What follows belongs to an exercise in optimizing a design on an open flow for small area; a production flow would make more cautious choices.
Only simulation tests tie the RTL to the original design; equivalence was not proved.
Power is estimated from default activity; no workload was simulated.

### flow/flow/run.sh
#!/bin/bash
export BUFFER_PORTS_ARGS="-buffer_cell sky130_fd_sc_hd__buf_1"
export CTS_ARGS="-sink_clustering_enable -repair_clock_nets -dont_use_dummy_load -sink_clustering_size 11 -sink_clustering_max_diameter 50 -buf_list sky130_fd_sc_hd__clkbuf_4"
bash standard.sh > standard.log 2>&1
### flow/standard.sh
#!/bin/bash
# synth_recipe.tcl (not shown) runs the flow's synth.tcl, then flattens the netlist and writes it again
# the make line also repeats each setting of config.mk as NAME=value (left out here)
make -C /OpenROAD-flow-scripts/flow DESIGN_CONFIG=/design/flow/config.mk WORK_HOME=/design/flow/orfs CLKGATE_MAP_FILE= SYNTH_SCRIPT=/design/flow/synth_recipe.tcl "${@:-finish}"
### flow/config.mk
export PLATFORM = sky130hd
export DESIGN_NAME = conv5x5_top
export DESIGN_NICKNAME = conv5x5_top
export VERILOG_FILES = /design/flow/design.v
export SDC_FILE = /design/flow/constraint.sdc
export NUM_CORES = 4
export LEC_CHECK = 0
export CAP_MARGIN = 20
export CORE_MARGIN = 2
export CORE_UTILIZATION = 65
export SLEW_MARGIN = 20
export SYNTH_HIERARCHICAL = 1
### flow/constraint.sdc
create_clock -name core_clock -period 4.0 [get_ports {clk}]
set_input_delay 0.8000 -clock core_clock [delete_from_list [all_inputs] [get_ports {clk}]]
set_output_delay 0.8000 -clock core_clock [all_outputs]
set_load 0.01 [all_outputs]
### flow/design.v
`default_nettype none
package conv_pkg;
  localparam int pix_w = 8;                     
  localparam int out_delay = 23;                
  typedef logic [pix_w-1:0] pixel_t;            
  localparam logic [pix_w-1:0] pix_pol = 8'h83;
endpackage
`default_nettype wire
`default_nettype none
module row_skew_line #(
  parameter int depth = 23   
) (
  input  wire logic             clk,
  input  wire conv_pkg::pixel_t pix_in,
  output conv_pkg::pixel_t      pix_out
);
  conv_pkg::pixel_t shreg [depth];
  always_ff @(posedge clk) begin
    shreg[0] <= pix_in;
    for (int i = 1; i < depth; i++) begin
      shreg[i] <= shreg[i-1];
    end
  end
  assign pix_out = shreg[depth-1];
endmodule
`default_nettype wire
`default_nettype none
module mac_tap (
  input  wire logic clk,
  input  wire logic rst,
  output logic      valid
);
  logic [4:0] lfsr;
  logic       seen;
  always_ff @(posedge clk) begin
    if (rst) begin
      lfsr <= '0;
      seen <= 1'b0;
    end else begin
      lfsr <= {lfsr[3:0], ~(lfsr[4] ^ lfsr[2])};
      seen <= seen | (lfsr == 5'd26);
    end
  end
  assign valid = seen;
endmodule
`default_nettype wire
`default_nettype none
module fa_cell (
  input  wire logic a,
  input  wire logic b,
  input  wire logic ci,
  output logic      s,
  output logic      co
);
  assign s  = a ^ b ^ ci;
  assign co = (a & b) | (a & ci) | (b & ci);
endmodule
module ha_cell (
  input  wire logic a,
  input  wire logic b,
  output logic      s,
  output logic      co
);
  assign s  = a ^ b;
  assign co = a & b;
endmodule
`default_nettype wire
`default_nettype none
module mac_cascade (
  input  wire logic             clk,
  input  wire logic             rst,
  input  wire conv_pkg::pixel_t row0,
  input  wire conv_pkg::pixel_t row1,
  input  wire conv_pkg::pixel_t row2,
  input  wire conv_pkg::pixel_t row3,
  input  wire conv_pkg::pixel_t row4,
  output conv_pkg::pixel_t      pix_raw
);
  wire c2;
  wire c4;
  wire c7;
  wire c10;
  wire c13;
  wire c16;
  wire c18;
  wire c21;
  wire c23;
  wire c26;
  wire c30;
  wire c33;
  wire c35;
  wire c38;
  wire c40;
  wire c43;
  wire c45;
  wire c47;
  wire c49;
  wire c51;
  wire c53;
  wire c55;
  wire c57;
  wire c59;
  wire c61;
  wire c63;
  wire c65;
  wire c67;
  wire c71;
  wire c73;
  wire c75;
  wire c77;
  wire c79;
  wire c81;
  wire c83;
  wire c85;
  wire c87;
  wire c89;
  wire c91;
  wire c93;
  wire c95;
  wire c97;
  wire c99;
  wire c101;
  wire c103;
  wire c105;
  wire c118;
  wire c121;
  wire c124;
  wire c127;
  wire c130;
  wire c133;
  wire c135;
  wire c137;
  wire c139;
  wire c141;
  wire c144;
  wire c147;
  wire c150;
  wire c153;
  wire c156;
  wire c158;
  wire c161;
  wire c163;
  wire c165;
  wire c168;
  wire c170;
  wire c173;
  wire c175;
  wire c177;
  wire c180;
  wire c182;
  wire c184;
  wire c187;
  wire c189;
  wire c191;
  wire c193;
  wire c195;
  wire c197;
  wire c199;
  wire c203;
  wire c205;
  wire c207;
  wire c209;
  wire c211;
  wire c215;
  wire c217;
  wire c219;
  wire c221;
  wire c223;
  wire c225;
  wire c227;
  wire c229;
  wire c231;
  wire c233;
  wire c237;
  wire c239;
  wire c241;
  wire c243;
  wire c247;
  wire c250;
  wire c254;
  wire c258;
  wire c262;
  wire c265;
  wire c269;
  wire c271;
  wire c275;
  wire c277;
  wire c281;
  wire c283;
  wire c285;
  wire c288;
  wire c290;
  wire c292;
  wire c294;
  wire c300;
  wire c302;
  wire c304;
  wire c308;
  wire c312;
  wire c314;
  wire c316;
  wire c318;
  wire c323;
  wire c325;
  wire c328;
  wire c331;
  wire c334;
  wire g5;
  wire g8;
  wire g11;
  wire g14;
  wire g19;
  wire g24;
  wire g31;
  wire g36;
  wire g41;
  wire g106;
  wire g107;
  wire g108;
  wire g109;
  wire g110;
  wire g111;
  wire g112;
  wire g113;
  wire g114;
  wire g115;
  wire g116;
  wire g119;
  wire g122;
  wire g125;
  wire g128;
  wire g131;
  wire g142;
  wire g145;
  wire g148;
  wire g151;
  wire g154;
  wire g159;
  wire g166;
  wire g171;
  wire g178;
  wire g185;
  wire g244;
  wire g245;
  wire g248;
  wire g251;
  wire g252;
  wire g255;
  wire g256;
  wire g259;
  wire g260;
  wire g263;
  wire g266;
  wire g267;
  wire g272;
  wire g273;
  wire g278;
  wire g279;
  wire g286;
  wire g319;
  wire g320;
  wire g321;
  wire g326;
  wire g329;
  wire g332;
  wire g335;
  wire s1;
  wire s3;
  wire s6;
  wire s9;
  wire s12;
  wire s15;
  wire s17;
  wire s20;
  wire s22;
  wire s25;
  wire s29;
  wire s32;
  wire s34;
  wire s37;
  wire s39;
  wire s42;
  wire s44;
  wire s46;
  wire s48;
  wire s50;
  wire s52;
  wire s54;
  wire s56;
  wire s58;
  wire s60;
  wire s62;
  wire s64;
  wire s66;
  wire s70;
  wire s72;
  wire s74;
  wire s76;
  wire s78;
  wire s80;
  wire s82;
  wire s84;
  wire s86;
  wire s88;
  wire s90;
  wire s92;
  wire s94;
  wire s96;
  wire s98;
  wire s100;
  wire s102;
  wire s104;
  wire s117;
  wire s120;
  wire s123;
  wire s126;
  wire s129;
  wire s132;
  wire s134;
  wire s136;
  wire s138;
  wire s140;
  wire s143;
  wire s146;
  wire s149;
  wire s152;
  wire s155;
  wire s157;
  wire s160;
  wire s162;
  wire s164;
  wire s167;
  wire s169;
  wire s172;
  wire s174;
  wire s176;
  wire s179;
  wire s181;
  wire s183;
  wire s186;
  wire s188;
  wire s190;
  wire s192;
  wire s194;
  wire s196;
  wire s198;
  wire s202;
  wire s204;
  wire s206;
  wire s208;
  wire s210;
  wire s214;
  wire s216;
  wire s218;
  wire s220;
  wire s222;
  wire s224;
  wire s226;
  wire s228;
  wire s230;
  wire s232;
  wire s236;
  wire s238;
  wire s240;
  wire s242;
  wire s246;
  wire s249;
  wire s253;
  wire s257;
  wire s261;
  wire s264;
  wire s268;
  wire s270;
  wire s274;
  wire s276;
  wire s280;
  wire s282;
  wire s284;
  wire s287;
  wire s289;
  wire s291;
  wire s293;
  wire s299;
  wire s301;
  wire s303;
  wire s307;
  wire s311;
  wire s313;
  wire s315;
  wire s317;
  wire s322;
  wire s324;
  wire s327;
  wire s330;
  wire s333;
  logic ia_0_0;
  logic ia_1_0;
  logic ia_2_0;
  logic ia_3_0;
  logic ia_4_0;
  logic ia_5_0;
  logic ia_5_1;
  logic ia_6_0;
  logic ia_7_0;
  logic ia_8_0;
  logic ia_9_0;
  logic ip_0_0;
  logic ip_1_0;
  logic ip_2_0;
  logic ip_3_0;
  logic ip_4_0;
  logic ip_5_0;
  logic ip_6_0;
  logic ip_6_1;
  logic ip_7_0;
  logic ip_8_0;
  logic ip_9_0;
  logic i3_0_0;
  logic i3_1_0;
  logic i3_2_0;
  logic i3_3_0;
  logic i3_4_0;
  logic i3_5_0;
  logic i3_6_0;
  logic i3_7_0;
  logic i3_8_0;
  logic i3_9_0;
  logic i3_10_0;
  logic i3_11_0;
  logic z1_0_0;
  logic z1_1_0;
  logic z1_2_0;
  logic z1_3_0;
  logic z1_4_0;
  logic z1_5_0;
  logic z1_5_1;
  logic z1_6_0;
  logic z1_7_0;
  logic z1_8_0;
  logic z1_9_0;
  logic z1b_0_0;
  logic z1b_1_0;
  logic z1b_2_0;
  logic z1b_3_0;
  logic z1b_4_0;
  logic z1b_5_0;
  logic z1b_6_0;
  logic z1b_7_0;
  logic z1b_8_0;
  logic z1b_9_0;
  logic z1b_10_0;
  logic z1b_11_0;
  logic z1b_12_0;
  logic z1b_13_0;
  logic z1b_14_0;
  logic z3_0_0;
  logic z3_1_0;
  logic z3_2_0;
  logic z3_3_0;
  logic z3_4_0;
  logic z3_5_0;
  logic z3_6_0;
  logic z3_7_0;
  logic z3_8_0;
  logic z3_9_0;
  logic z3_10_0;
  logic z3_11_0;
  logic z3_11_1;
  logic z3_12_0;
  logic z3_13_0;
  logic z3_14_0;
  logic z3_14_1;
  logic z3_15_0;
  logic z4_0_0;
  logic z4_1_0;
  logic z4_2_0;
  logic z4_3_0;
  logic z4_4_0;
  logic z4_5_0;
  logic z4_6_0;
  logic z4_7_0;
  logic z4_8_0;
  logic z4_9_0;
  logic z4_10_0;
  logic z4_11_0;
  logic z4_11_1;
  logic z4_12_0;
  logic z4_13_0;
  logic z4_14_0;
  logic z4_15_0;
  logic r0_8_0;
  logic r0_9_0;
  logic r0_10_0;
  logic r0_10_1;
  logic r0_10_2;
  logic r0_11_0;
  logic r0_11_1;
  logic r0_12_0;
  logic r0_12_1;
  logic r0_13_0;
  logic r0_14_0;
  logic r0_15_0;
  logic r1_0_0;
  logic r1_1_0;
  logic r1_2_0;
  logic r1_3_0;
  logic r1_4_0;
  logic r1_5_0;
  logic r1_6_0;
  logic r1_7_0;
  logic rst_q, rst_qq;   
  wire  rst_g = rst_q | rst_qq;
  ha_cell u_s1 (.a(row0[0]), .b(row4[0]), .s(s1), .co(c2));
  fa_cell u_s3 (.a(row0[1]), .b(row4[1]), .ci(c2), .s(s3), .co(c4));
  assign g5 = ~s3;
  ha_cell u_s6 (.a(row2[0]), .b(g5), .s(s6), .co(c7));
  assign g8 = ~row2[1];
  fa_cell u_s9 (.a(row0[2]), .b(row4[2]), .ci(g8), .s(s9), .co(c10));
  assign g11 = ~c7;
  fa_cell u_s12 (.a(s9), .b(c4), .ci(g11), .s(s12), .co(c13));
  assign g14 = ~row2[2];
  fa_cell u_s15 (.a(row0[3]), .b(row4[3]), .ci(g14), .s(s15), .co(c16));
  fa_cell u_s17 (.a(c10), .b(s15), .ci(c13), .s(s17), .co(c18));
  assign g19 = ~row2[3];
  fa_cell u_s20 (.a(row0[4]), .b(row4[4]), .ci(g19), .s(s20), .co(c21));
  fa_cell u_s22 (.a(c16), .b(s20), .ci(c18), .s(s22), .co(c23));
  assign g24 = ~row2[4];
  fa_cell u_s25 (.a(row0[5]), .b(row4[5]), .ci(g24), .s(s25), .co(c26));
  ha_cell u_s29 (.a(c21), .b(s25), .s(s29), .co(c30));
  assign g31 = ~row2[5];
  fa_cell u_s32 (.a(row0[6]), .b(row4[6]), .ci(g31), .s(s32), .co(c33));
  fa_cell u_s34 (.a(c26), .b(s32), .ci(c30), .s(s34), .co(c35));
  assign g36 = ~row2[6];
  fa_cell u_s37 (.a(row0[7]), .b(row4[7]), .ci(g36), .s(s37), .co(c38));
  fa_cell u_s39 (.a(c33), .b(s37), .ci(c35), .s(s39), .co(c40));
  assign g41 = ~row2[7];
  fa_cell u_s42 (.a(g41), .b(c38), .ci(c40), .s(s42), .co(c43));
  ha_cell u_s44 (.a(row1[0]), .b(row3[0]), .s(s44), .co(c45));
  fa_cell u_s46 (.a(row2[0]), .b(row1[1]), .ci(row3[1]), .s(s46), .co(c47));
  ha_cell u_s48 (.a(c45), .b(s46), .s(s48), .co(c49));
  fa_cell u_s50 (.a(row2[1]), .b(row1[2]), .ci(row3[2]), .s(s50), .co(c51));
  fa_cell u_s52 (.a(c47), .b(s50), .ci(c49), .s(s52), .co(c53));
  fa_cell u_s54 (.a(row2[2]), .b(row1[3]), .ci(row3[3]), .s(s54), .co(c55));
  fa_cell u_s56 (.a(c51), .b(s54), .ci(c53), .s(s56), .co(c57));
  fa_cell u_s58 (.a(row2[3]), .b(row1[4]), .ci(row3[4]), .s(s58), .co(c59));
  fa_cell u_s60 (.a(c55), .b(s58), .ci(c57), .s(s60), .co(c61));
  fa_cell u_s62 (.a(row2[4]), .b(row1[5]), .ci(row3[5]), .s(s62), .co(c63));
  fa_cell u_s64 (.a(c59), .b(s62), .ci(c61), .s(s64), .co(c65));
  fa_cell u_s66 (.a(row2[5]), .b(row1[6]), .ci(row3[6]), .s(s66), .co(c67));
  ha_cell u_s70 (.a(c63), .b(s66), .s(s70), .co(c71));
  fa_cell u_s72 (.a(row2[6]), .b(row1[7]), .ci(row3[7]), .s(s72), .co(c73));
  fa_cell u_s74 (.a(c67), .b(s72), .ci(c71), .s(s74), .co(c75));
  fa_cell u_s76 (.a(row2[7]), .b(c73), .ci(c75), .s(s76), .co(c77));
  ha_cell u_s78 (.a(ip_1_0), .b(ip_0_0), .s(s78), .co(c79));
  fa_cell u_s80 (.a(ip_2_0), .b(ip_1_0), .ci(c79), .s(s80), .co(c81));
  fa_cell u_s82 (.a(ip_3_0), .b(ip_2_0), .ci(c81), .s(s82), .co(c83));
  fa_cell u_s84 (.a(ip_4_0), .b(ip_3_0), .ci(c83), .s(s84), .co(c85));
  fa_cell u_s86 (.a(ip_5_0), .b(ip_4_0), .ci(c85), .s(s86), .co(c87));
  fa_cell u_s88 (.a(ip_6_0), .b(ip_6_1), .ci(ip_5_0), .s(s88), .co(c89));
  ha_cell u_s90 (.a(s88), .b(c87), .s(s90), .co(c91));
  fa_cell u_s92 (.a(ip_7_0), .b(ip_6_0), .ci(ip_6_1), .s(s92), .co(c93));
  fa_cell u_s94 (.a(c89), .b(s92), .ci(c91), .s(s94), .co(c95));
  fa_cell u_s96 (.a(ip_8_0), .b(ip_7_0), .ci(c93), .s(s96), .co(c97));
  ha_cell u_s98 (.a(s96), .b(c95), .s(s98), .co(c99));
  fa_cell u_s100 (.a(ip_9_0), .b(ip_8_0), .ci(c97), .s(s100), .co(c101));
  ha_cell u_s102 (.a(s100), .b(c99), .s(s102), .co(c103));
  fa_cell u_s104 (.a(ip_9_0), .b(c101), .ci(c103), .s(s104), .co(c105));
  assign g106 = ~rst_g & z1_0_0;
  assign g107 = rst_g | z1_1_0;
  assign g108 = ~rst_g & z1_2_0;
  assign g109 = ~rst_g & z1_3_0;
  assign g110 = ~rst_g & z1_4_0;
  assign g111 = rst_g | z1_5_0;
  assign g112 = rst_g | z1_5_1;
  assign g113 = rst_g | z1_6_0;
  assign g114 = rst_g | z1_7_0;
  assign g115 = rst_g | z1_8_0;
  assign g116 = ~rst_g & z1_9_0;
  ha_cell u_s117 (.a(g111), .b(g112), .s(s117), .co(c118));
  assign g119 = ~row2[0];
  fa_cell u_s120 (.a(g113), .b(c118), .ci(g119), .s(s120), .co(c121));
  assign g122 = ~row2[1];
  fa_cell u_s123 (.a(g114), .b(g122), .ci(c121), .s(s123), .co(c124));
  assign g125 = ~row2[2];
  fa_cell u_s126 (.a(g115), .b(g125), .ci(c124), .s(s126), .co(c127));
  assign g128 = ~row2[3];
  fa_cell u_s129 (.a(g116), .b(g128), .ci(c127), .s(s129), .co(c130));
  assign g131 = ~c130;
  ha_cell u_s132 (.a(row2[4]), .b(g131), .s(s132), .co(c133));
  ha_cell u_s134 (.a(row2[5]), .b(c133), .s(s134), .co(c135));
  ha_cell u_s136 (.a(row2[6]), .b(c135), .s(s136), .co(c137));
  ha_cell u_s138 (.a(row2[7]), .b(c137), .s(s138), .co(c139));
  ha_cell u_s140 (.a(z1b_1_0), .b(ia_0_0), .s(s140), .co(c141));
  assign g142 = ~i3_0_0;
  fa_cell u_s143 (.a(z1b_2_0), .b(ia_1_0), .ci(g142), .s(s143), .co(c144));
  assign g145 = ~s143;
  ha_cell u_s146 (.a(c141), .b(g145), .s(s146), .co(c147));
  assign g148 = ~z1b_3_0;
  fa_cell u_s149 (.a(i3_1_0), .b(ia_2_0), .ci(g148), .s(s149), .co(c150));
  assign g151 = ~c144;
  fa_cell u_s152 (.a(g151), .b(s149), .ci(c147), .s(s152), .co(c153));
  assign g154 = ~z1b_4_0;
  fa_cell u_s155 (.a(i3_2_0), .b(ia_3_0), .ci(g154), .s(s155), .co(c156));
  fa_cell u_s157 (.a(c150), .b(s155), .ci(c153), .s(s157), .co(c158));
  assign g159 = ~z1b_5_0;
  fa_cell u_s160 (.a(i3_3_0), .b(ia_4_0), .ci(g159), .s(s160), .co(c161));
  fa_cell u_s162 (.a(c156), .b(s160), .ci(c158), .s(s162), .co(c163));
  fa_cell u_s164 (.a(i3_4_0), .b(ia_5_0), .ci(ia_5_1), .s(s164), .co(c165));
  assign g166 = ~z1b_6_0;
  fa_cell u_s167 (.a(g166), .b(c161), .ci(s164), .s(s167), .co(c168));
  ha_cell u_s169 (.a(s167), .b(c163), .s(s169), .co(c170));
  assign g171 = ~z1b_7_0;
  fa_cell u_s172 (.a(i3_5_0), .b(ia_6_0), .ci(g171), .s(s172), .co(c173));
  fa_cell u_s174 (.a(c165), .b(s172), .ci(c168), .s(s174), .co(c175));
  ha_cell u_s176 (.a(s174), .b(c170), .s(s176), .co(c177));
  assign g178 = ~z1b_8_0;
  fa_cell u_s179 (.a(i3_6_0), .b(ia_7_0), .ci(g178), .s(s179), .co(c180));
  fa_cell u_s181 (.a(c173), .b(s179), .ci(c175), .s(s181), .co(c182));
  ha_cell u_s183 (.a(s181), .b(c177), .s(s183), .co(c184));
  assign g185 = ~z1b_9_0;
  fa_cell u_s186 (.a(i3_7_0), .b(ia_8_0), .ci(g185), .s(s186), .co(c187));
  fa_cell u_s188 (.a(c180), .b(s186), .ci(c182), .s(s188), .co(c189));
  ha_cell u_s190 (.a(s188), .b(c184), .s(s190), .co(c191));
  fa_cell u_s192 (.a(z1b_10_0), .b(i3_8_0), .ci(ia_9_0), .s(s192), .co(c193));
  fa_cell u_s194 (.a(c187), .b(s192), .ci(c189), .s(s194), .co(c195));
  ha_cell u_s196 (.a(s194), .b(c191), .s(s196), .co(c197));
  fa_cell u_s198 (.a(z1b_11_0), .b(i3_9_0), .ci(c193), .s(s198), .co(c199));
  ha_cell u_s202 (.a(s198), .b(c195), .s(s202), .co(c203));
  fa_cell u_s204 (.a(z1b_12_0), .b(i3_10_0), .ci(c199), .s(s204), .co(c205));
  ha_cell u_s206 (.a(s204), .b(c203), .s(s206), .co(c207));
  fa_cell u_s208 (.a(z1b_13_0), .b(i3_11_0), .ci(c205), .s(s208), .co(c209));
  ha_cell u_s210 (.a(s208), .b(c207), .s(s210), .co(c211));
  ha_cell u_s214 (.a(z1b_14_0), .b(c209), .s(s214), .co(c215));
  ha_cell u_s216 (.a(z3_3_0), .b(i3_0_0), .s(s216), .co(c217));
  fa_cell u_s218 (.a(z3_4_0), .b(i3_1_0), .ci(c217), .s(s218), .co(c219));
  fa_cell u_s220 (.a(z3_5_0), .b(i3_2_0), .ci(c219), .s(s220), .co(c221));
  fa_cell u_s222 (.a(z3_6_0), .b(i3_3_0), .ci(c221), .s(s222), .co(c223));
  fa_cell u_s224 (.a(z3_7_0), .b(i3_4_0), .ci(c223), .s(s224), .co(c225));
  fa_cell u_s226 (.a(z3_8_0), .b(i3_5_0), .ci(c225), .s(s226), .co(c227));
  fa_cell u_s228 (.a(z3_9_0), .b(i3_6_0), .ci(c227), .s(s228), .co(c229));
  fa_cell u_s230 (.a(z3_10_0), .b(i3_7_0), .ci(c229), .s(s230), .co(c231));
  fa_cell u_s232 (.a(z3_11_0), .b(z3_11_1), .ci(i3_8_0), .s(s232), .co(c233));
  fa_cell u_s236 (.a(z3_12_0), .b(i3_9_0), .ci(c233), .s(s236), .co(c237));
  fa_cell u_s238 (.a(z3_13_0), .b(i3_10_0), .ci(c237), .s(s238), .co(c239));
  fa_cell u_s240 (.a(z3_14_0), .b(z3_14_1), .ci(i3_11_0), .s(s240), .co(c241));
  ha_cell u_s242 (.a(s240), .b(c239), .s(s242), .co(c243));
  assign g244 = z3_15_0 ^ c241 ^ c243;
  assign g245 = ~z4_0_0 & ~ia_0_0;
  fa_cell u_s246 (.a(z4_1_0), .b(ia_1_0), .ci(g245), .s(s246), .co(c247));
  assign g248 = ~ia_2_0;
  fa_cell u_s249 (.a(z4_2_0), .b(i3_0_0), .ci(g248), .s(s249), .co(c250));
  assign g251 = (s249 & c247) | (s249 & s246) | (c247 & s246);
  assign g252 = ~ia_3_0;
  fa_cell u_s253 (.a(z4_3_0), .b(i3_1_0), .ci(g252), .s(s253), .co(c254));
  assign g255 = (c250 & s253) | (c250 & g251) | (s253 & g251);
  assign g256 = ~ia_4_0;
  fa_cell u_s257 (.a(z4_4_0), .b(i3_2_0), .ci(g256), .s(s257), .co(c258));
  assign g259 = (c254 & s257) | (c254 & g255) | (s257 & g255);
  assign g260 = ~ia_5_0;
  fa_cell u_s261 (.a(z4_5_0), .b(i3_3_0), .ci(g260), .s(s261), .co(c262));
  assign g263 = ~ia_5_1;
  fa_cell u_s264 (.a(g263), .b(c258), .ci(s261), .s(s264), .co(c265));
  assign g266 = s264 | g259;
  assign g267 = ~ia_6_0;
  fa_cell u_s268 (.a(z4_6_0), .b(i3_4_0), .ci(g267), .s(s268), .co(c269));
  fa_cell u_s270 (.a(c262), .b(s268), .ci(c265), .s(s270), .co(c271));
  assign g272 = s270 & g266;
  assign g273 = ~ia_7_0;
  fa_cell u_s274 (.a(z4_7_0), .b(i3_5_0), .ci(g273), .s(s274), .co(c275));
  fa_cell u_s276 (.a(c269), .b(s274), .ci(c271), .s(s276), .co(c277));
  assign g278 = s276 | g272;
  assign g279 = ~ia_8_0;
  fa_cell u_s280 (.a(z4_8_0), .b(i3_6_0), .ci(g279), .s(s280), .co(c281));
  fa_cell u_s282 (.a(c275), .b(s280), .ci(c277), .s(s282), .co(c283));
  ha_cell u_s284 (.a(s282), .b(g278), .s(s284), .co(c285));
  assign g286 = ~ia_9_0;
  fa_cell u_s287 (.a(z4_9_0), .b(i3_7_0), .ci(g286), .s(s287), .co(c288));
  fa_cell u_s289 (.a(c281), .b(s287), .ci(c283), .s(s289), .co(c290));
  fa_cell u_s291 (.a(s289), .b(c285), .ci(s284), .s(s291), .co(c292));
  fa_cell u_s293 (.a(z4_10_0), .b(i3_8_0), .ci(c288), .s(s293), .co(c294));
  ha_cell u_s299 (.a(s293), .b(c290), .s(s299), .co(c300));
  fa_cell u_s301 (.a(z4_11_0), .b(z4_11_1), .ci(i3_9_0), .s(s301), .co(c302));
  fa_cell u_s303 (.a(s301), .b(c294), .ci(c300), .s(s303), .co(c304));
  fa_cell u_s307 (.a(z4_12_0), .b(i3_10_0), .ci(c302), .s(s307), .co(c308));
  fa_cell u_s311 (.a(z4_13_0), .b(i3_11_0), .ci(c308), .s(s311), .co(c312));
  ha_cell u_s313 (.a(s307), .b(s311), .s(s313), .co(c314));
  fa_cell u_s315 (.a(z4_14_0), .b(c312), .ci(c314), .s(s315), .co(c316));
  ha_cell u_s317 (.a(s313), .b(s315), .s(s317), .co(c318));
  assign g319 = z4_15_0 ^ c316 ^ c318;
  assign g320 = g319 ^ s317;
  assign g321 = ~r0_10_0;
  fa_cell u_s322 (.a(r0_10_1), .b(r0_10_2), .ci(g321), .s(s322), .co(c323));
  fa_cell u_s324 (.a(r0_11_0), .b(r0_11_1), .ci(c323), .s(s324), .co(c325));
  assign g326 = ~r0_12_0;
  fa_cell u_s327 (.a(r0_12_1), .b(g326), .ci(c325), .s(s327), .co(c328));
  assign g329 = ~r0_13_0;
  ha_cell u_s330 (.a(g329), .b(c328), .s(s330), .co(c331));
  assign g332 = ~r0_14_0;
  ha_cell u_s333 (.a(g332), .b(c331), .s(s333), .co(c334));
  assign g335 = r0_15_0 ^ c334;
  always_ff @(posedge clk) begin
    ia_0_0 <= s1;
    ia_1_0 <= s6;
    ia_2_0 <= s12;
    ia_3_0 <= s17;
    ia_4_0 <= s22;
    ia_5_0 <= s29;
    ia_5_1 <= c23;
    ia_6_0 <= s34;
    ia_7_0 <= s39;
    ia_8_0 <= s42;
    ia_9_0 <= c43;
    i3_0_0 <= ip_0_0;
    i3_1_0 <= s78;
    i3_2_0 <= s80;
    i3_3_0 <= s82;
    i3_4_0 <= s84;
    i3_5_0 <= s86;
    i3_6_0 <= s90;
    i3_7_0 <= s94;
    i3_8_0 <= s98;
    i3_9_0 <= s102;
    i3_10_0 <= s104;
    i3_11_0 <= c105;
    z1_0_0 <= ia_0_0;
    z1_1_0 <= ia_1_0;
    z1_2_0 <= ia_2_0;
    z1_3_0 <= ia_3_0;
    z1_4_0 <= ia_4_0;
    z1_5_0 <= ia_5_0;
    z1_5_1 <= ia_5_1;
    z1_6_0 <= ia_6_0;
    z1_7_0 <= ia_7_0;
    z1_8_0 <= ia_8_0;
    z1_9_0 <= ia_9_0;
    z1b_0_0 <= g106;
    z1b_1_0 <= g107;
    z1b_2_0 <= g108;
    z1b_3_0 <= g109;
    z1b_4_0 <= g110;
    z1b_5_0 <= s117;
    z1b_6_0 <= s120;
    z1b_7_0 <= s123;
    z1b_8_0 <= s126;
    z1b_9_0 <= s129;
    z1b_10_0 <= s132;
    z1b_11_0 <= s134;
    z1b_12_0 <= s136;
    z1b_13_0 <= s138;
    z1b_14_0 <= c139;
    r0_8_0 <= s284;
    r0_9_0 <= s291;
    r0_10_0 <= s299;
    r0_10_1 <= s291;
    r0_10_2 <= c292;
    r0_11_0 <= s299;
    r0_11_1 <= s303;
    r0_12_0 <= s307;
    r0_12_1 <= c304;
    r0_13_0 <= s313;
    r0_14_0 <= s317;
    r0_15_0 <= g320;
    r1_0_0 <= r0_8_0;
    r1_1_0 <= r0_9_0;
    r1_2_0 <= s322;
    r1_3_0 <= s324;
    r1_4_0 <= s327;
    r1_5_0 <= s330;
    r1_6_0 <= s333;
    r1_7_0 <= g335;
  end
  always_ff @(posedge clk) begin
    rst_q  <= rst;
    rst_qq <= rst_q;
  end
  always_ff @(posedge clk) begin
    if (rst) begin
      ip_0_0 <= 1'b0;
      ip_1_0 <= 1'b0;
      ip_2_0 <= 1'b0;
      ip_3_0 <= 1'b0;
      ip_4_0 <= 1'b0;
      ip_5_0 <= 1'b0;
      ip_6_0 <= 1'b0;
      ip_6_1 <= 1'b0;
      ip_7_0 <= 1'b0;
      ip_8_0 <= 1'b0;
      ip_9_0 <= 1'b0;
    end else begin
      ip_0_0 <= s44;
      ip_1_0 <= s48;
      ip_2_0 <= s52;
      ip_3_0 <= s56;
      ip_4_0 <= s60;
      ip_5_0 <= s64;
      ip_6_0 <= s70;
      ip_6_1 <= c65;
      ip_7_0 <= s74;
      ip_8_0 <= s76;
      ip_9_0 <= c77;
    end
  end
  always_ff @(posedge clk) begin
    if (rst_q) begin
      z3_0_0 <= 1'b0;
      z3_1_0 <= 1'b1;
      z3_2_0 <= 1'b1;
      z3_3_0 <= 1'b1;
      z3_4_0 <= 1'b1;
      z3_5_0 <= 1'b1;
      z3_6_0 <= 1'b0;
      z3_7_0 <= 1'b0;
      z3_8_0 <= 1'b0;
      z3_9_0 <= 1'b1;
      z3_10_0 <= 1'b1;
      z3_11_0 <= 1'b0;
      z3_11_1 <= 1'b0;
      z3_12_0 <= 1'b0;
      z3_13_0 <= 1'b0;
      z3_14_0 <= 1'b0;
      z3_14_1 <= 1'b0;
      z3_15_0 <= 1'b0;
      z4_0_0 <= 1'b0;
      z4_1_0 <= 1'b1;
      z4_2_0 <= 1'b1;
      z4_3_0 <= 1'b1;
      z4_4_0 <= 1'b1;
      z4_5_0 <= 1'b1;
      z4_6_0 <= 1'b0;
      z4_7_0 <= 1'b0;
      z4_8_0 <= 1'b0;
      z4_9_0 <= 1'b1;
      z4_10_0 <= 1'b1;
      z4_11_0 <= 1'b0;
      z4_11_1 <= 1'b0;
      z4_12_0 <= 1'b0;
      z4_13_0 <= 1'b0;
      z4_14_0 <= 1'b0;
      z4_15_0 <= 1'b0;
    end else begin
      z3_0_0 <= z1b_0_0;
      z3_1_0 <= s140;
      z3_2_0 <= s146;
      z3_3_0 <= s152;
      z3_4_0 <= s157;
      z3_5_0 <= s162;
      z3_6_0 <= s169;
      z3_7_0 <= s176;
      z3_8_0 <= s183;
      z3_9_0 <= s190;
      z3_10_0 <= s196;
      z3_11_0 <= s202;
      z3_11_1 <= c197;
      z3_12_0 <= s206;
      z3_13_0 <= s210;
      z3_14_0 <= s214;
      z3_14_1 <= c211;
      z3_15_0 <= c215;
      z4_0_0 <= z3_0_0;
      z4_1_0 <= z3_1_0;
      z4_2_0 <= z3_2_0;
      z4_3_0 <= s216;
      z4_4_0 <= s218;
      z4_5_0 <= s220;
      z4_6_0 <= s222;
      z4_7_0 <= s224;
      z4_8_0 <= s226;
      z4_9_0 <= s228;
      z4_10_0 <= s230;
      z4_11_0 <= s232;
      z4_11_1 <= c231;
      z4_12_0 <= s236;
      z4_13_0 <= s238;
      z4_14_0 <= s242;
      z4_15_0 <= g244;
    end
  end
  assign pix_raw = {r1_7_0, r1_6_0, r1_5_0, r1_4_0, r1_3_0, r1_2_0, r1_1_0, r1_0_0};
endmodule
`default_nettype wire
`default_nettype none
module conv5x5_top (
  input  wire logic             clk,
  input  wire logic             rst,
  input  wire conv_pkg::pixel_t row0,      
  input  wire conv_pkg::pixel_t row1,
  input  wire conv_pkg::pixel_t row2,
  input  wire conv_pkg::pixel_t row3,
  input  wire conv_pkg::pixel_t row4,      
  output conv_pkg::pixel_t      pix_out    
);
  conv_pkg::pixel_t pix_raw, pix_del;
  logic valid;
  mac_cascade u_cascade (
    .clk (clk), .rst (rst),
    .row0 (row0), .row1 (row1), .row2 (row2), .row3 (row3), .row4 (row4),
    .pix_raw (pix_raw)
  );
  row_skew_line #(
    .depth (conv_pkg::out_delay - 2)
  ) u_delay (
    .clk     (clk),
    .pix_in  (pix_raw),
    .pix_out (pix_del)
  );
  mac_tap u_blank (
    .clk   (clk),
    .rst   (rst),
    .valid (valid)
  );
  assign pix_out = valid ? (pix_del ^ conv_pkg::pix_pol) : '0;
endmodule
`default_nettype wire
==> run summary, run 1 <==
The wire length reported by the detailed router is around 10000 um. The die boundary height is 121 um. The number of buffers inserted by post-CTS setup repair came out at 0. The maximum fanout along the worst path is 3. The logic depth of the worst register-to-register path is 13. In this run the cell area of the synthesized design comes to ~0.0089 sq mm. The total negative slack for setup checks came out at 0 ns. In the final layout, the registers with the most flip-flops are u_delay.shreg x168, u_blank.lfsr x5. The type of the most critical hold path is reg -> reg. The die covers roughly 0.015 sq mm. TritonCTS built the clock tree.

The critical path class is reg -> reg. In this run the standard cell core region covers roughly 0.013 sq mm. The power per standard cell area came out at around 840 mW/mm^2. The final hold violation count came out at 0. The number of port buffers came out at roughly 50. The number of hold buffers added after CTS came out at 0. The final cycle utilization of the critical path came out at 0.929. In the final design database the tool counted just under 800 nets. Counting flops per register, the top entry is u_delay.shreg. The total number of yosys warnings is 10. The number of max-cap violations is 0. The chip width came out at ~120 um. The depth of the worst hold-timing path came out at 0.

The count of non-filler cells in the finished layout is 803. The max-slew violation count came out at 0. Clock skew on the completed layout was measured at between 0.05 and 0.06 ns. The final setup violation count came out at 0.

The number of core rows came out at 42. The slack of the worst reg-to-reg path is ~0.28 ns. Counting every instance in the synthesized netlist gives 554. The number of top-level design ports came out at 50. The critical path data required time is around 4.5 ns. The total CTS buffers came out at 30. The overall global routing resource usage came out at 0.154. For this run, design rule violations remaining after detail routing come to 0. The reg-to-reg endpoint is u_cascade.z3_10_0$_SDFF_PP1_. The number of instances resized during post-cts repair is 0.

The register cell area after layout is approximately 0.0058 sq mm. The flip-flop count of the largest register, all copies and words added came out at 168. The clock passes through at most 3 buffers. The antenna violation net count after detailed routing is 0. For this design the static power due to leakage is 0.00407 uW. The cell chosen for the clock root is clkbuf_4. The share of synthesized area in the top cell type comes to 0.650. The initial utilization of the core area, before any placement, comes to 0.670. Counting flops and latches in the post-synthesis netlist gives ~290. At the later pin of the worst-skew pair, clock insertion delay measures 0.60 ns. Summing all multi-input logic gate instances after layout gives ~0.0029 sq mm. The synthesis-to-layout area growth came out at 6.43%. The worst register-to-register path begins at u_cascade.i3_0_0$_DFF_P_. The count of vias placed by the detailed router came out at around 3700. Of all cell types, the one taking the most synthesized area is dfxtp_1. Dividing the detail-routed wire length by the instance count gives 12.8 um. For this run the aggregate overflow at the end of global routing stands at 0. Routability-driven placement finished with a final weighted congestion of 0.753. Detailed placement ended at an HPWL of 7790 um. STA classifies the critical path startpoint as a flip-flop. Timing would allow up to roughly 0.27 GHz. The H-tree depth came out at 1. The clock edge transition at the registers on the reported setup and hold paths came out at 0.11 ns.

In this run the most critical hold path is launched from u_delay.shreg[0][6]$_DFF_P_. The iteration count of the initial detailed-routing pass came out at 4. The per-cell via count in the routed design came out at roughly 4.6. The initial antenna violation count was 1. The area of placed instances is approximately 0.009 sq mm. The peak supply drop is 0.712 mV. The transition at the pin with the smallest max-transition slack is 0.337 ns.

The post-synthesis net count came out at ~730. The path with the worst hold slack has its endpoint at u_delay.shreg[1][6]$_DFF_P_. The number of different library cells in the post-synthesis netlist is 25. The clock period minus final worst setup slack came out at about 3.7 ns. The synthesized area per cell came out at ~16 sq um. The number of sinks on the clock net came out at between 200 and 300. Data arrives at the worst endpoint at roughly 4.2 ns. Setup repair after global routing left no endpoint under its margin. Leaving out fill and tap cells, the most frequent cell in the layout is dfxtp_1. The worst setup path is captured at a flip-flop. Leaving out fill and tap cells, the most frequent cells in the layout are dfxtp_1, fa_1, buf_1, inv_1, ha_1. In this run, placement finished with an instance count of roughly 770. The sequential-to-total area share from yosys stat is 0.650. The DRC marker count from the first detailed-route iteration came out at about 140. By area the synthesized netlist is led by dfxtp_1, fa_1, ha_1. Headroom to the max-slew limit came out at 0.774. The flow ran to the end and the layout has no timing, DRC or antenna violations. In the final layout, the share of cells above drive strength 1 is 0.0819. The first global-routing pass estimated between 15000 and 20000 um of wire.

The via count of the first global-routing pass came to a little under 4000. The number of filler instances in the final layout came out at roughly 930. The area of all placed cells without fillers is between 0.009 and 0.01 sq mm. The pin count of the biggest net entering global routing came out at 31.
## critical path: stages (launching register included)
cell     delay (ns)
dfxtp_1        0.40
inv_1          0.07
fa_1           0.48
inv_1          0.05
ha_1           0.18
fa_1           0.37
fa_1           0.39
fa_1           0.38
ha_1           0.20
ha_1           0.18
ha_1           0.18
ha_1           0.18
ha_1           0.26
or2_2          0.26
## power by group
part	internal (uW)	switching, uW
sequential	4220	441
combinational	1160	1040
clock	345	772
## synth_stat cells
master / instances
dfxtp_1: 289
fa_1: 95
inv_1: 36
ha_1: 34
nor2b_1: 32
or2_2: 14
and2_1: 10
buf_4: 8
or3_1: 6
nor2_1: 5
xor2_1: 4
and2b_2: 3
xnor2_1: 3
a21oi_1: 2
buf_2: 2
clkbuf_1: 2
a21o_1: 1
a32o_1: 1
and2b_1: 1
and3b_1: 1
buf_6: 1
maj3_1: 1
nor2b_2: 1
o21ai_0: 1
o221ai_1: 1
## layer usage
layer | vias to the layer above | GRT usage | share of wire
met5 | - | 0 | 0
met4 | 0 | 0.0487 | 0.016
met3 | 17 | 0.0343 | 0.034
met2 | 49 | 0.261 | 0.52
met1 | 1794 | 0.198 | 0.43
li1 | 1824 | - | -
## cell families (layout without fill, tap and decap cells)
logic type,Yosys count,in the layout,synth area share
adders and majority gates,130,130,0.262
and+or+nand+nor,73,73,0.0514
AOI/OAI and AO/OA,6,6,0.00464
DFF,289,289,0.650
buffers and inverters,49,118,0.0251
xor gates and xnor gates,7,7,0.00688
other,0,4,0
## Yosys stat by module, one instance, submodules excluded, excerpt
module / cell area [sq um] / copies in the design / cells
conv5x5_top: 57.6 / 1 / 8
fa_cell: 20.0 / 95 / 1
ha_cell: 12.5 / 34 / 1
mac_cascade: 2980 / 1 / 233
mac_tap: 184 / 1 / 16
## how the worst max path moves through the flow
stage,cells after the start,from,endpoint,slack (ns)
final,13,u_cascade.i3_0_0$_DFF_P_,u_cascade.z3_10_0$_SDFF_PP1_,0.28
after global routing,10,u_cascade.i3_3_0$_DFF_P_,u_cascade.z3_13_0$_SDFF_PP0_,0.03
after CTS,9,u_cascade.i3_0_0$_DFF_P_,u_cascade.z4_10_0$_SDFF_PP1_,0.21
after detailed placement,9,u_cascade.i3_0_0$_DFF_P_,u_cascade.z4_10_0$_SDFF_PP1_,0.27
after global placement,9,u_cascade.i3_0_0$_DFF_P_,u_cascade.z4_10_0$_SDFF_PP1_,0.34
after floorplan,9,u_cascade.i3_0_0$_DFF_P_,u_cascade.z4_10_0$_SDFF_PP1_,0.43
## stage by stage
step | util | power (uW) | hold slack, ns | setup WS (ns)
2_1_floorplan | - | 6350 | 0.310 | 0.430
3_3_place_gp | 0.695 | 6870 | 0.310 | 0.337
3_5_place_dp | 0.695 | 7050 | 0.312 | 0.268
4_1_cts | 0.712 | 8190 | 0.263 | 0.213
5_1_grt | 0.713 | 8830 | 0.259 | 0.0344
6_report | 0.713 | 7980 | 0.265 | 0.282
## cell type report
class | count | area share
Multi-Input combinational cell | 216 | 0.306
Tap cell | 176 | 0.0232
Timing Repair Buffer | 52 | 0.0218
Sequential cell | 289 | 0.610
Inverter | 36 | 0.0143
Clock buffer | 30 | 0.0238
Antenna cell | 4 | 0.00106
==> inputs of run 2 (changes only) <==
==> flow/flow/run.sh (replaced) <==
#!/bin/bash
export BUFFER_PORTS_ARGS="-buffer_cell sky130_fd_sc_hd__buf_1"
export CTS_ARGS="-sink_clustering_enable -repair_clock_nets -dont_use_dummy_load -sink_clustering_size 20 -sink_clustering_max_diameter 60 -buf_list {sky130_fd_sc_hd__clkbuf_4 sky130_fd_sc_hd__clkbuf_8}"
bash standard.sh > standard.log 2>&1
==> run summary, run 2 <==
The run finished with no timing, DRC or antenna violations. The critical path is of the reg -> reg type. In this run the static leakage power is a little over 0.004 uW. Pin placement for this block handled 50 I/O pins. After legalization and detailed placement, the total HPWL measured slightly below 8000 um.

The clock period minus final worst setup slack came out at approximately 3.7 ns. The number of cells on the worst reg-to-reg path is 13. The library cells used most frequently in the layout, excluding fill and tap cells, are dfxtp_1, fa_1, buf_1, inv_1, ha_1. The post-detailed-route wirelength per cell is about 13 um. The post-synthesis net count is 725. The longest clock path from root to sink contains 3 buffers. The die area came out at 0.0147 sq mm. The core footprint is approximately 0.013 sq mm. Along the worst hold path, the cell count comes to 0. The clock edge transition at the registers on the reported setup and hold paths came out at 0.12 ns. After detailed routing, the total wire length is between 10000 and 15000 um. The worst hold path begins at u_delay.shreg[12][6]$_DFF_P_. The worst path buffer plus inverter count is 2. The count of inserted antenna diode cells is 0. The worst register-to-register path begins at u_cascade.i3_0_0$_DFF_P_. Post-CTS repair changed the size of 0 cells.

By area the synthesized netlist is led by dfxtp_1, fa_1, ha_1. At the end of routability-driven placement, the weighted congestion stood at about 0.75. The total design power is 8030 uW. The area of all placed cells without fillers is ~0.0095 sq mm. The logic gate share of total power came out at 0.272. The library cell occupying the most area in the post-synthesis netlist is dfxtp_1. The cell sitting at the root of the clock tree is a clkbuf_8. The net count reported at finish came out at between 700 and 800. The detail route stage leaves a number of antenna-violating nets equal to 0.

The max-slew violation count is 0. The via count of the first global-routing pass is 3861. The clock network latency to the later pin of the worst-skew pair came out at 0.51 ns. The sort of element at the start of the critical path is a flip-flop. The area of placed instances came out at between 0.009 and 0.01 sq mm. The family with the most delay on the worst path is adder cells. The number of filler instances in the final layout came out at 914. The pin count of the biggest net entering global routing is 31. The number of buffers inserted by post-CTS setup repair came out at 0.

The number of flip-flops and latches in the synthesized netlist is ~290. The net switching fraction of the power is 0.279. The total overflow reported by the global router came out at 0. The type of the most critical hold path is reg -> reg. Setup repair after global routing left no endpoint under its margin. Walking the worst path, the cells encountered are inv_1, fa_1, inv_1, ha_1, fa_1, fa_1, fa_1, ha_1, ha_1, ha_1, ha_1, ha_1, or2_2.

The worst hold margin is approximately 0.33 ns. The number of different library cells in the post-synthesis netlist came out at 25. The most common cell in the synthesized netlist is dfxtp_1. For this design the ratio of total power to cell area is between 800 and 900 mW/mm^2.

The initial antenna violation count came out at 0. The maximum fanout along the worst path came out at 3. The total CTS buffers is 18. The library cell used most frequently in the layout, excluding fill and tap cells, is dfxtp_1.

The end of the critical path is u_cascade.z3_10_0$_SDFF_PP1_. The cell with the biggest individual delay on the critical path is fa_1. The worst stage delay on the critical path is about 0.48 ns. The number of hold buffers added after CTS is 0. The die is about 120 um tall. The iteration count of the initial detailed-routing pass came out at 4. The commonest cells after synthesis are dfxtp_1, fa_1, inv_1.

The final hold violation count is 0. Ranked by flip-flop count, first place goes to u_delay.shreg. The floorplan has between 40 and 50 rows. In the final layout, the registers with the most flip-flops are u_delay.shreg x168, u_blank.lfsr x5. The element type at the critical path end is a flip-flop. The slack of the worst reg-to-reg path is between 0.2 and 0.3 ns.

The count of vias placed by the detailed router came out at 3627. For this design the total switching power over the nets is 2240 uW. The H-tree depth came out at 1. The arrival time of data at the critical path endpoint came out at between 4 and 5 ns. The maximum achievable frequency is 0.270 GHz. The number of port buffers is 49. The cell repeated most along the worst path is ha_1. The DRC marker count from the first detailed-route iteration came out at around 130.

TritonCTS built the clock tree. The peak supply drop came out at slightly above 0.7 mV. In the synthesized netlist the async set-or-reset flop fraction comes to 0.

The post-route core utilization came out at 0.714. The relative contribution of sequential cells to total power came out at 0.581. The global-route wire length before repair came out at between 15000 and 20000 um. The chip width came out at approximately 120 um. For the final database, setup skew stands at ~0.043 ns. The initial core utilization came out at 0.670. In this run the cell area of the synthesized design comes to around 0.0089 sq mm. The number of stages on the worst setup path came out at 13. The sequential-to-total area share from yosys stat is 0.650. In this run the critical register-to-register path is captured at u_cascade.z3_10_0$_SDFF_PP1_. The number of flops mapped to enable cells by yosys is 0. The transition at the pin with the smallest max-transition slack came out at approximately 0.34 ns. The overall global routing resource usage came out at 0.152. The synthesis-to-layout area growth is 6.57%. The area fraction of the dominant cell type after synthesis came out at 0.650. The internal portion of the total power is 5790 uW.

The total number of yosys warnings came out at 10. The number of instances in the synthesized netlist is 554. For the worst setup path, the data required time is approximately 4.4 ns. Of the total power, the clock network draws 0.147. The worst pin sits at a relative slew slack of 0.776. The total negative slack for setup checks is 0 ns.

The final setup violation count came out at 0. The flip-flop count of the largest register, all copies and words added is about 170. The number of sinks on the clock net is between 200 and 300. The per-cell via count in the routed design came out at 4.61. The number of max-cap violations is 0. The critical path starts at u_cascade.i3_0_0$_DFF_P_. The synthesized area per cell is around 16 sq um. For this run, the leading register cell type out of synthesis is dfxtp_1. In the routed design, unresolved DRC markers number 0. Dividing the final minimum period by the clock period gives 0.926.

The share of layout cells above drive strength 1 came out at 0.0638.
[run 2: layer usage]
layer | vias up | wire [um] | track usage
met5 | - | 0 | 0
met4 | 0 | 265 | 0.0436
met3 | 20 | 294 | 0.0263
met2 | 44 | 5240 | 0.259
met1 | 1776 | 4400 | 0.200
li1 | 1787 | - | -
[run 2: worst min-delay path by stage]
stage / end / slack (ns)
after detailed placement: u_delay.shreg[11][0]$_DFF_P_ / 0.31
after floorplan: u_cascade.r1_0_0$_DFF_P_ / 0.31
after global placement: u_delay.shreg[11][6]$_DFF_P_ / 0.31
final: u_delay.shreg[13][6]$_DFF_P_ / 0.33
after global routing: u_delay.shreg[13][6]$_DFF_P_ / 0.34
after CTS: u_delay.shreg[13][6]$_DFF_P_ / 0.32
[run 2: cell families (layout without fill, tap and decap cells)]
group,count (synthesis),count (layout),synth area share
flops,289,289,0.650
fa+ha+maj,130,130,0.262
compound gates,6,6,0.00464
buf+inv,49,106,0.0251
xor+xnor,7,7,0.00688
simple gates,73,73,0.0514
[run 2: power by group through the flow]
stage	Clock [uW]	Combinational, uW	Sequential (uW)
6_report	1180	2190	4670
5_1_grt	1320	2710	4820
4_1_cts	1230	2300	4710
3_5_place_dp	0	2280	4770
3_3_place_gp	0	2160	4710
2_1_floorplan	0	1740	4610
[run 2: metrics by stage]
stage / instances / setup WS, ns
2_1_floorplan: 554 / 0.430
3_3_place_gp: 769 / 0.337
3_5_place_dp: 769 / 0.268
4_1_cts: 787 / 0.263
5_1_grt: 787 / 0.0969
6_report: 787 / 0.296
[run 2: per-module statistics from Yosys, one instance, submodules excluded, excerpt]
module / cells / flops+latches / cell area, sq um / copies in the design
conv5x5_top: 8 / 0 / 57.6 / 1
fa_cell: 1 / 0 / 20.0 / 95
ha_cell: 1 / 0 / 12.5 / 34
mac_cascade: 233 / 115 / 2980 / 1
mac_tap: 16 / 6 / 184 / 1
[run 2: layout make-up]
cell class              count  area (sq um)  area share
flip-flops and latches    289          5790       0.609
multi-input cells         216          2900       0.305
inverters                  36           135      0.0142
repair buffers             52           206      0.0217
well taps                 176           220      0.0232
clock buffers              18           248      0.0261
==> inputs of run 3 (changes only) <==
==> flow/flow/run.sh (replaced) <==
#!/bin/bash
# standard layout; ports buffered with the smallest buffer, clock tree without dummy loads
export BUFFER_PORTS_ARGS="-buffer_cell sky130_fd_sc_hd__buf_1"
export CTS_ARGS="-sink_clustering_enable -repair_clock_nets -dont_use_dummy_load -sink_clustering_size 28 -sink_clustering_max_diameter 100"
bash standard.sh > standard.log 2>&1
--- a/flow/config.mk
+++ b/flow/config.mk
@@ -8,5 +8,5 @@
 export CAP_MARGIN = 20
 export CORE_MARGIN = 2
-export CORE_UTILIZATION = 65
+export CORE_UTILIZATION = 40
 export SLEW_MARGIN = 20
 export SYNTH_HIERARCHICAL = 1
==> run summary, run 3 <==
The flow ran to the end and the layout has no timing, DRC or antenna violations. The slack of the worst reg-to-reg path came out at approximately 0.25 ns. The clock skew came out at ~0.039 ns. The largest registers in the layout are u_delay.shreg x168, u_blank.lfsr x5. The startpoint of the most critical register-to-register path is u_cascade.i3_0_0$_DFF_P_. The critical path data required time is 4.36 ns.

In this run the worst path has a maximum fanout of 3. The first global-routing pass estimated between 15000 and 20000 um of wire. The count of non-filler cells in the finished layout came out at a little under 900. The clock drives 289 sinks. The met3 routed wirelength is roughly 360 um. Of the synthesized area, sequential elements account for 0.650. The net count reported at finish is roughly 800. The clock edge transition at the registers on the reported setup and hold paths is around 0.1 ns. At the pin with the least slew margin, the transition time is approximately 0.87 ns.

The max-slew violation count came to 0. Headroom to the max-slew limit came out at 0.423. In the finished design, the share of the clock period the worst path needs comes to 0.938.

In this run, placement finished with an instance count of 873. The H-tree depth is 1. The final hold violation count is 0.

The worst path buffer plus inverter count came out at 0. The number of instances resized during post-cts repair came out at 0. The synthesized design spends more area on one cell type than any other, namely dfxtp_1. The count of vias placed by the detailed router is between 3000 and 4000. The worst stage delay on the critical path is between 0.4 and 0.5 ns. The total number of yosys warnings is 10. The number of DRC violations after detailed routing is 0. The maximum achievable frequency came out at 0.267 GHz. The number of hold buffers added after CTS is 0. In the layout the commonest cells are dfxtp_1, fa_1, buf_1, inv_1, ha_1. The clock period minus final worst setup slack came out at 3.75 ns. The via count of the first global-routing pass came out at around 3900. Yosys attributes the largest share of cell area to dfxtp_1, fa_1, ha_1. The die area is 0.0235 sq mm. The initial utilization of the core area, before any placement, comes to 0.408. Counting cells, the worst reg-to-reg path comes to 9. The wire length reported by the detailed router is between 10000 and 15000 um. The HPWL after detailed placement is about 8000 um. The cell chosen for the clock root is clkbuf_16. Setup repair after global routing left no endpoint under its margin. The maximum clock insertion buffer count came out at 3. The total overflow reported by the global router is 0. The met2 wire length is about 5000 um. The min-delay analysis places its worst path in the category reg -> reg.

The number of buffers inserted by post-CTS setup repair is 0. The post-detailed-route wirelength per cell is ~12 um. The commonest cells after synthesis are dfxtp_1, fa_1, inv_1. The chip width is between 150 and 200 um. The element type at the critical path end is a flip-flop. The share of layout cells above drive strength 1 is 0.0577. The share of async-settable or async-resettable flops after synthesis came out at 0. The largest register by flop count is u_delay.shreg. The cell with the biggest individual delay on the critical path is fa_1. The core footprint is about 0.022 sq mm.

From bottom edge to top edge, the die measures between 150 and 200 um. For this run, the detailed router's first-pass iteration total came to 3. The dominant cell by count in the synthesized netlist is dfxtp_1.

The synthesis-to-layout area growth is 9.19%. The flip-flop count of the largest register, all copies and words added came out at around 170. The total negative slack for setup checks is 0 ns.

The peak supply drop came out at 0.357 mV. The initialized floorplan defines 54 standard-cell rows. For hold timing, the worst endpoint is u_delay.shreg[19][4]$_DFF_P_. The synthesized area per cell is around 16 sq um. The initial antenna violation count is 0. Counting flops and latches in the post-synthesis netlist gives 289. TritonCTS built the clock tree. The total CTS buffers came out at 14. The last weighted congestion value of the routability-driven placer is between 0.7 and 0.8. The cell area after technology mapping came out at about 0.0089 sq mm.

Among all flip-flop cells after synthesis, the most frequent one is dfxtp_1. The library cell used most frequently in the layout, excluding fill and tap cells, is dfxtp_1. The reg-to-reg endpoint is u_cascade.z4_10_0$_SDFF_PP1_.

The number of top-level design ports is 50. STA puts the critical path data arrival time at slightly above 4 ns. The per-cell via count in the routed design came out at 4.11. For this design the ratio of total power to cell area is around 850 mW/mm^2.

Port buffering added 49 buffers. The overall global routing resource usage came out at 0.0929. The worst setup path is launched from a flip-flop.

The number of different library cells in the post-synthesis netlist came out at 25. The count of inserted antenna diode cells came out at 0. Entering global routing, the biggest net connects 32 pins. The final setup violation count came out at 0.

The synthesized design contains 0 enable-type register cells. The uppermost signal routing layer after detailed routing is met4. The signal on the critical path passes through ha_1, fa_1, fa_1, fa_1, fa_1, fa_1, fa_1, fa_1, or2_2. The antenna violation net count after detailed routing is 0. The number of instances in the synthesized netlist came out at roughly 550. The family with the most delay on the worst path is adder cells. The critical path class is reg -> reg.

The depth of the worst hold-timing path came out at 0. In this run the most critical hold path is launched from u_delay.shreg[18][4]$_DFF_P_. The number of max-cap violations is 0. In the final routing, the length of wire on met1 measures ~4800 um. In this design, the critical path's most frequently occurring cell is fa_1. The leakage power came out at around 0.0041 uW. The post-synthesis net count came out at between 700 and 800. The DRC marker count from the first detailed-route iteration came out at 91.

At the later pin of the worst-skew pair, clock insertion delay measures about 0.47 ns. The area fraction of the dominant cell type after synthesis is 0.650.
run 3: cell counts after synthesis:
No cell type changed its count.
run 3: how the worst max path moves through the flow:
stage                                   startpoint                           end  cells past startpoint
after floorplan           u_cascade.i3_0_0$_DFF_P_  u_cascade.z4_10_0$_SDFF_PP1_                      9
after global placement    u_cascade.i3_0_0$_DFF_P_  u_cascade.z3_10_0$_SDFF_PP1_                     13
after detailed placement  u_cascade.i3_0_0$_DFF_P_  u_cascade.z4_10_0$_SDFF_PP1_                      9
after CTS                 u_cascade.i3_0_0$_DFF_P_  u_cascade.z4_10_0$_SDFF_PP1_                      9
after global routing      u_cascade.i3_0_0$_DFF_P_  u_cascade.z3_10_0$_SDFF_PP1_                     13
final                     u_cascade.i3_0_0$_DFF_P_  u_cascade.z4_10_0$_SDFF_PP1_                      9
run 3: worst register-to-register path, stage by stage (launching register included):
cell and delay [ns]:
dfxtp_1 0.36, ha_1 0.20, fa_1 0.39, fa_1 0.40, fa_1 0.40, fa_1 0.39, fa_1 0.39, fa_1 0.39
fa_1 0.44, or2_2 0.28
run 3: kinds of logic (layout without fill, tap and decap cells):
| logic type | count (synthesis) | count (layout) | share of synthesized area |
|---|---|---|---|
| flip-flops | 289 | 289 | 0.650 |
| adder cells (fa/ha/maj) | 130 | 130 | 0.262 |
| AND/OR/NAND/NOR | 73 | 73 | 0.0514 |
| XOR/XNOR | 7 | 7 | 0.00688 |
| buffers and inverters | 49 | 102 | 0.0251 |
| AO/OA/AOI/OAI | 6 | 6 | 0.00464 |
run 3: per-module statistics from Yosys, one instance, submodules excluded, a selection:
module / flops+latches / cells inside / copies in the design
ha_cell: 0 / 1 / 34
mac_tap: 6 / 16 / 1
fa_cell: 0 / 1 / 95
conv5x5_top: 0 / 8 / 1
mac_cascade: 115 / 233 / 1
run 3: area by class of cell:
cell class              count  area, sq um
clock buffers              14          350
fillers                  1913        12100
inverters                  36          135
multi-input cells         216         2900
flip-flops and latches    289         5790
well taps                 280          350
repair buffers             52          206
run 3: power breakdown:
| part | total (uW) | switching [uW] | internal (uW) |
|---|---|---|---|
| Sequential | 4660 | 438 | 4220 |
| Combinational | 2180 | 1030 | 1150 |
| Clock | 1430 | 796 | 631 |
run 3: routing by layer:
layer  GRT usage  vias up
met3      0.0196       18
met5           0        -
met1       0.122     1799
met4      0.0309        0
li1            -     1782
met2       0.154       51
run 3: stage by stage:
step	hold slack, ns	total power, uW	area [sq um]	util	setup WS (ns)
final	0.328	8270	9730	0.446	0.250
after global routing	0.334	9080	9730	0.446	0.155
after CTS	0.329	8480	9730	0.446	0.222
after detailed placement	0.312	7010	9380	0.430	0.241
after global placement	0.310	6850	9380	0.430	0.319
after floorplan	0.310	6350	8910	-	0.430

## port drivers added, routing unchanged
Ports are ideal in the flow. The routed layouts listed here were re-timed in OpenROAD.
Step 1 assumes that a clkbuf_16 drives the clock port and a buf_2 every other input.
Step 2, shift: input delay + t, output delay - t, t = (earliest + latest rising clock arrival at the registers) / 2. This alone moves slack from input paths to output paths.
Slacks: ideal ports / drivers / drivers and shift; pairs: ideal ports / drivers.
run	t, ns	setup slack, ns	worst setup path after step 2	worst slew at a driven data input, ns
run 1	0.631	0.282 / 0.282 / 0.282	register to register	0.04
run 2	0.522	0.296 / 0.296 / 0.296	register to register	0.03
run 3	0.498	0.250 / 0.250 / 0.250	register to register	0.04
After both steps every run listed still meets setup and hold.
